Background: an optimization exercise with open tools, aiming at small area, a short achievable clock period and few clock cycles per item. Do not read the settings as production practice. RTL that was checked went through simulation tests only; none was proved equivalent to the original. Power is estimated from default activity; no workload was simulated.

== trial 61 ==
==> module scit_dp, before the edit <==
module scit_dp
(
	input  logic                          clk,
	input  logic                          arst_n,
	input  logic                          accept,
	input  logic                          load,
	input  logic                          cfg_we,
	input  logic [scit_pkg::ID_W-1:0]     cfg_wdata,
	input  logic [scit_pkg::CMD_W-1:0]    command,
	input  logic [scit_pkg::SECTOR_W-1:0] sector,
	input  logic [scit_pkg::ID_W-1:0]     change_id,
	output logic [scit_pkg::ID_W-1:0]     sector_id,
	output logic                          cleared,
	output logic                          all_done,
	output logic                          bad_sector
);
	localparam int NS = scit_pkg::NUM_SECTORS;
	logic [scit_pkg::ID_W-1:0]  min_id_q;
	logic [scit_pkg::ID_W-1:0]  cur_id_q;
	logic                       pend_v_q;
	logic [NS-1:0]              raw_q;
	logic [scit_pkg::CNT_W-1:0] cnt_q;
	logic                       hit_q;
	logic                       last_q;
	logic                       upd_set_q;
	logic                       upd_clr_q;
	logic [scit_pkg::SECTOR_W-1:0] upd_sec_q;
	logic                       rd_raw;
	logic                       rd_fwd;
	logic qflag_q;
	logic cleared_q;
	logic all_done_q;
	logic is_set, is_query, is_init;
	logic newer, same, init_ok;
	logic pend_s;
	logic set_all, clr_en, hit;
	logic [15:0] dec_hi, dec_lo;
	assign last_q = hit_q ? (cnt_q == scit_pkg::CNT_W'(2)) : (cnt_q == scit_pkg::CNT_W'(1));
	assign is_set   = (command == scit_pkg::CMD_SET);
	assign is_query = (command == scit_pkg::CMD_QUERY);
	assign is_init  = (command == scit_pkg::CMD_INIT);
	logic min_gt, min_eq;
	scit_cmp u_cmp_new (.a(change_id), .b(cur_id_q), .gt(newer),  .eq(same));
	scit_cmp u_cmp_min (.a(min_id_q),  .b(cur_id_q), .gt(min_gt), .eq(min_eq));
	assign init_ok = min_gt || min_eq;
	assign rd_raw  = raw_q[sector];
	assign rd_fwd  = (upd_set_q || rd_raw) && !(upd_clr_q && (sector == upd_sec_q));
	assign pend_s  = pend_v_q && rd_fwd;
	assign set_all = accept && is_set && newer;
	assign clr_en  = accept && is_set && (newer || same);
	assign hit     = is_set && same && pend_s;
	always_comb begin
		dec_hi = '0;
		dec_lo = '0;
		dec_hi[upd_sec_q[7:4]] = upd_clr_q;
		dec_lo[upd_sec_q[3:0]] = 1'b1;
	end
	always_ff @(posedge clk) begin
		for (int i = 0; i < NS; i++)
			raw_q[i] <= (upd_set_q || raw_q[i]) && !(dec_hi[i/16] && dec_lo[i%16]);
		upd_set_q <= set_all;
		upd_clr_q <= clr_en;
		upd_sec_q <= sector;
		if (set_all)
			cnt_q <= '1;
		else
			cnt_q <= cnt_q - scit_pkg::CNT_W'(hit_q);
		hit_q <= accept && hit;
		if (load) begin
			qflag_q    <= is_query && !pend_s;
			cleared_q  <= is_set && (newer || (same && pend_s));
			all_done_q <= hit && last_q;
		end
	end
	always_ff @(posedge clk or negedge arst_n) begin
		if (!arst_n) begin
			min_id_q <= '0;
			cur_id_q <= '0;
			pend_v_q <= 1'b0;
		end else begin
			if (cfg_we)
				min_id_q <= cfg_wdata;
			if (set_all) begin
				cur_id_q <= change_id;
				pend_v_q <= 1'b1;
			end else if (accept && is_init && init_ok) begin
				cur_id_q <= min_id_q;
				pend_v_q <= 1'b0;
			end
		end
	end
	assign sector_id  = qflag_q ? cur_id_q : '0;
	assign cleared    = cleared_q;
	assign all_done   = all_done_q;
	assign bad_sector = 1'b0;
endmodule
==> flow/config.mk <==
export PLATFORM = sky130hd
export DESIGN_NAME = sector_change_id_tracker
export DESIGN_NICKNAME = sector_change_id_tracker
export VERILOG_FILES = /design/flow/design.v
export SDC_FILE = /design/flow/constraint.sdc
export NUM_CORES = 4
export LEC_CHECK = 0
export CAP_MARGIN = 20
export CORE_MARGIN = 2
export CORE_UTILIZATION = 55
export SETUP_SLACK_MARGIN = 1.8
export SLEW_MARGIN = 20
export SYNTH_HIERARCHICAL = 1
export TNS_END_PERCENT = 0
==> flow/constraint.sdc <==
create_clock -name core_clock -period 4.0 [get_ports {clk}]
set_input_delay 0.8000 -clock core_clock [delete_from_list [all_inputs] [get_ports {clk}]]
set_output_delay 0.8000 -clock core_clock [all_outputs]
set_load 0.01 [all_outputs]
standard.sh (not shown) runs the stock make flow with config.mk's settings and CLKGATE_MAP_FILE= SYNTH_SCRIPT=/design/flow/synth_recipe.tcl, a recipe that flattens the netlist after the stock synthesis.
==> flow/flow/run.sh <==
#!/bin/bash
# The standard layout (the standard.sh, standard synthesis unchanged), with
# the port buffers made from buf_2 cells instead of the delay buffers that
# buffer_ports picks by default. The full make output goes to standard.log.
set -euo pipefail
bash standard.sh "BUFFER_PORTS_ARGS=-buffer_cell sky130_fd_sc_hd__buf_2" finish > standard.log 2>&1
Testbench counts of trial 61, summed over its fixed seeds: cycles 32,776, items 32,768.
--- input diff trial 61..trial 12 ---
--- a/flow/design.v
+++ b/flow/design.v
@@ -57,12 +57,12 @@
 	logic [NS-1:0]              raw_q;
 	logic [scit_pkg::CNT_W-1:0] cnt_q;
 	logic                       hit_q;
 	logic                       last_q;
 	logic                       upd_set_q;
-	logic                       upd_clr_q;
-	logic [scit_pkg::SECTOR_W-1:0] upd_sec_q;
+	logic [3:0]                 upd_lo_q;
+	logic [15:0]                upd_hi_q;
 	logic                       rd_raw;
 	logic                       rd_fwd;
 	logic qflag_q;
 	logic cleared_q;
 	logic all_done_q;
@@ -73,32 +73,34 @@
 	logic [15:0] dec_hi, dec_lo;
 	assign last_q = hit_q ? (cnt_q == scit_pkg::CNT_W'(2)) : (cnt_q == scit_pkg::CNT_W'(1));
 	assign is_set   = (command == scit_pkg::CMD_SET);
 	assign is_query = (command == scit_pkg::CMD_QUERY);
 	assign is_init  = (command == scit_pkg::CMD_INIT);
-	logic min_gt, min_eq;
+	logic le_q, le_cfg, le_new;
 	scit_cmp u_cmp_new (.a(change_id), .b(cur_id_q), .gt(newer),  .eq(same));
-	scit_cmp u_cmp_min (.a(min_id_q),  .b(cur_id_q), .gt(min_gt), .eq(min_eq));
-	assign init_ok = min_gt || min_eq;
+	scit_le  u_le_cfg  (.a(cur_id_q),  .b(cfg_wdata), .le(le_cfg));
+	scit_le  u_le_new  (.a(change_id), .b(min_id_q),  .le(le_new));
+	assign init_ok = le_q;
 	assign rd_raw  = raw_q[sector];
-	assign rd_fwd  = (upd_set_q || rd_raw) && !(upd_clr_q && (sector == upd_sec_q));
+	assign rd_fwd  = (upd_set_q || rd_raw) && !(upd_hi_q[sector[7:4]] && (sector[3:0] == upd_lo_q));
 	assign pend_s  = pend_v_q && rd_fwd;
 	assign set_all = accept && is_set && newer;
 	assign clr_en  = accept && is_set && (newer || same);
 	assign hit     = is_set && same && pend_s;
 	always_comb begin
 		dec_hi = '0;
 		dec_lo = '0;
-		dec_hi[upd_sec_q[7:4]] = upd_clr_q;
-		dec_lo[upd_sec_q[3:0]] = 1'b1;
+		dec_hi = upd_hi_q;
+		dec_lo[upd_lo_q] = 1'b1;
 	end
 	always_ff @(posedge clk) begin
 		for (int i = 0; i < NS; i++)
 			raw_q[i] <= (upd_set_q || raw_q[i]) && !(dec_hi[i/16] && dec_lo[i%16]);
 		upd_set_q <= set_all;
-		upd_clr_q <= clr_en;
-		upd_sec_q <= sector;
+		upd_lo_q <= sector[3:0];
+		upd_hi_q <= '0;
+		upd_hi_q[sector[7:4]] <= clr_en;
 		if (set_all)
 			cnt_q <= '1;
 		else
 			cnt_q <= cnt_q - scit_pkg::CNT_W'(hit_q);
 		hit_q <= accept && hit;
@@ -111,13 +113,20 @@
 	always_ff @(posedge clk or negedge arst_n) begin
 		if (!arst_n) begin
 			min_id_q <= '0;
 			cur_id_q <= '0;
 			pend_v_q <= 1'b0;
+			le_q     <= 1'b1;
 		end else begin
 			if (cfg_we)
 				min_id_q <= cfg_wdata;
+			if (cfg_we)
+				le_q <= le_cfg;
+			else if (set_all)
+				le_q <= le_new;
+			else if (accept && is_init && init_ok)
+				le_q <= 1'b1;
 			if (set_all) begin
 				cur_id_q <= change_id;
 				pend_v_q <= 1'b1;
 			end else if (accept && is_init && init_ok) begin
 				cur_id_q <= min_id_q;
@@ -137,10 +146,28 @@
 	output logic                      gt,
 	output logic                      eq
 );
 	assign gt = (a > b);
 	assign eq = (a == b);
+endmodule
+module scit_le
+(
+	input  logic [scit_pkg::ID_W-1:0] a,
+	input  logic [scit_pkg::ID_W-1:0] b,
+	output logic                      le
+);
+	logic [scit_pkg::ID_W-1:0] g, p;
+	always_comb begin
+		g = a & ~b;
+		p = a | ~b;
+		for (int w = 1; w < scit_pkg::ID_W; w = w * 2)
+			for (int i = 0; i < scit_pkg::ID_W; i = i + 2 * w) begin
+				g[i] = g[i + w] | (p[i + w] & g[i]);
+				p[i] = p[i + w] & p[i];
+			end
+	end
+	assign le = !g[0];
 endmodule
 `timescale 1ns / 1ps
 module sector_change_id_tracker
 (
 	input  logic                          clk,
--- outcome ---
- Register-to-register slack: trial 12 better than trial 61
- Per the comparison of trial 12 with trial 61, register area share after synthesis decreased by 1.2 points relative to the old numbers; register area increased by 250 sq um relative to the old numbers; final net count increased by about 20% relative to the old numbers; die area increased by 1800 sq um relative to the old numbers.
- Clock power was lower in trial 12 than in trial 61.
- [compare] base=trial 61 new=trial 12: global-route usage picked up an extra 1.9 points; setup slack now larger; synthesized area went up; detail-routed via count per cell lower.
Only the layout flow was run in trial 12; the RTL was not checked for function there.

port drivers added, routing unchanged:
The flow's constraints put no driver on any port. The routed layouts listed below were extracted and timed again, unchanged, in two steps. Step 1 (the two cells are an assumption about what drives the block):
set clk [get_ports {clk}]
set_driving_cell -lib_cell sky130_fd_sc_hd__clkbuf_16 $clk
set_driving_cell -lib_cell sky130_fd_sc_hd__buf_2 [delete_from_list [all_inputs] $clk]
Step 2 also shifts input and output timing later by t, the mid clock arrival at the registers, as if the neighbouring blocks saw the same clock. a / b / c = no drivers / after step 1 / after step 2; a / b = the first two.
run | shift t [ns] | setup slack, ns | hold slack, ns
trial 61 | 0.583 | 1.363 / 1.357 / 0.774 | 0.360 / 0.332 / 0.475
trial 12 | 0.581 | 1.407 / 1.356 / 0.776 | 0.402 / 0.374 / 0.484
After both steps every run listed still meets setup and hold. For trial 12, which loses most, drivers alone change the setup slack by -0.051 ns; drivers and shift together by -0.631 ns.
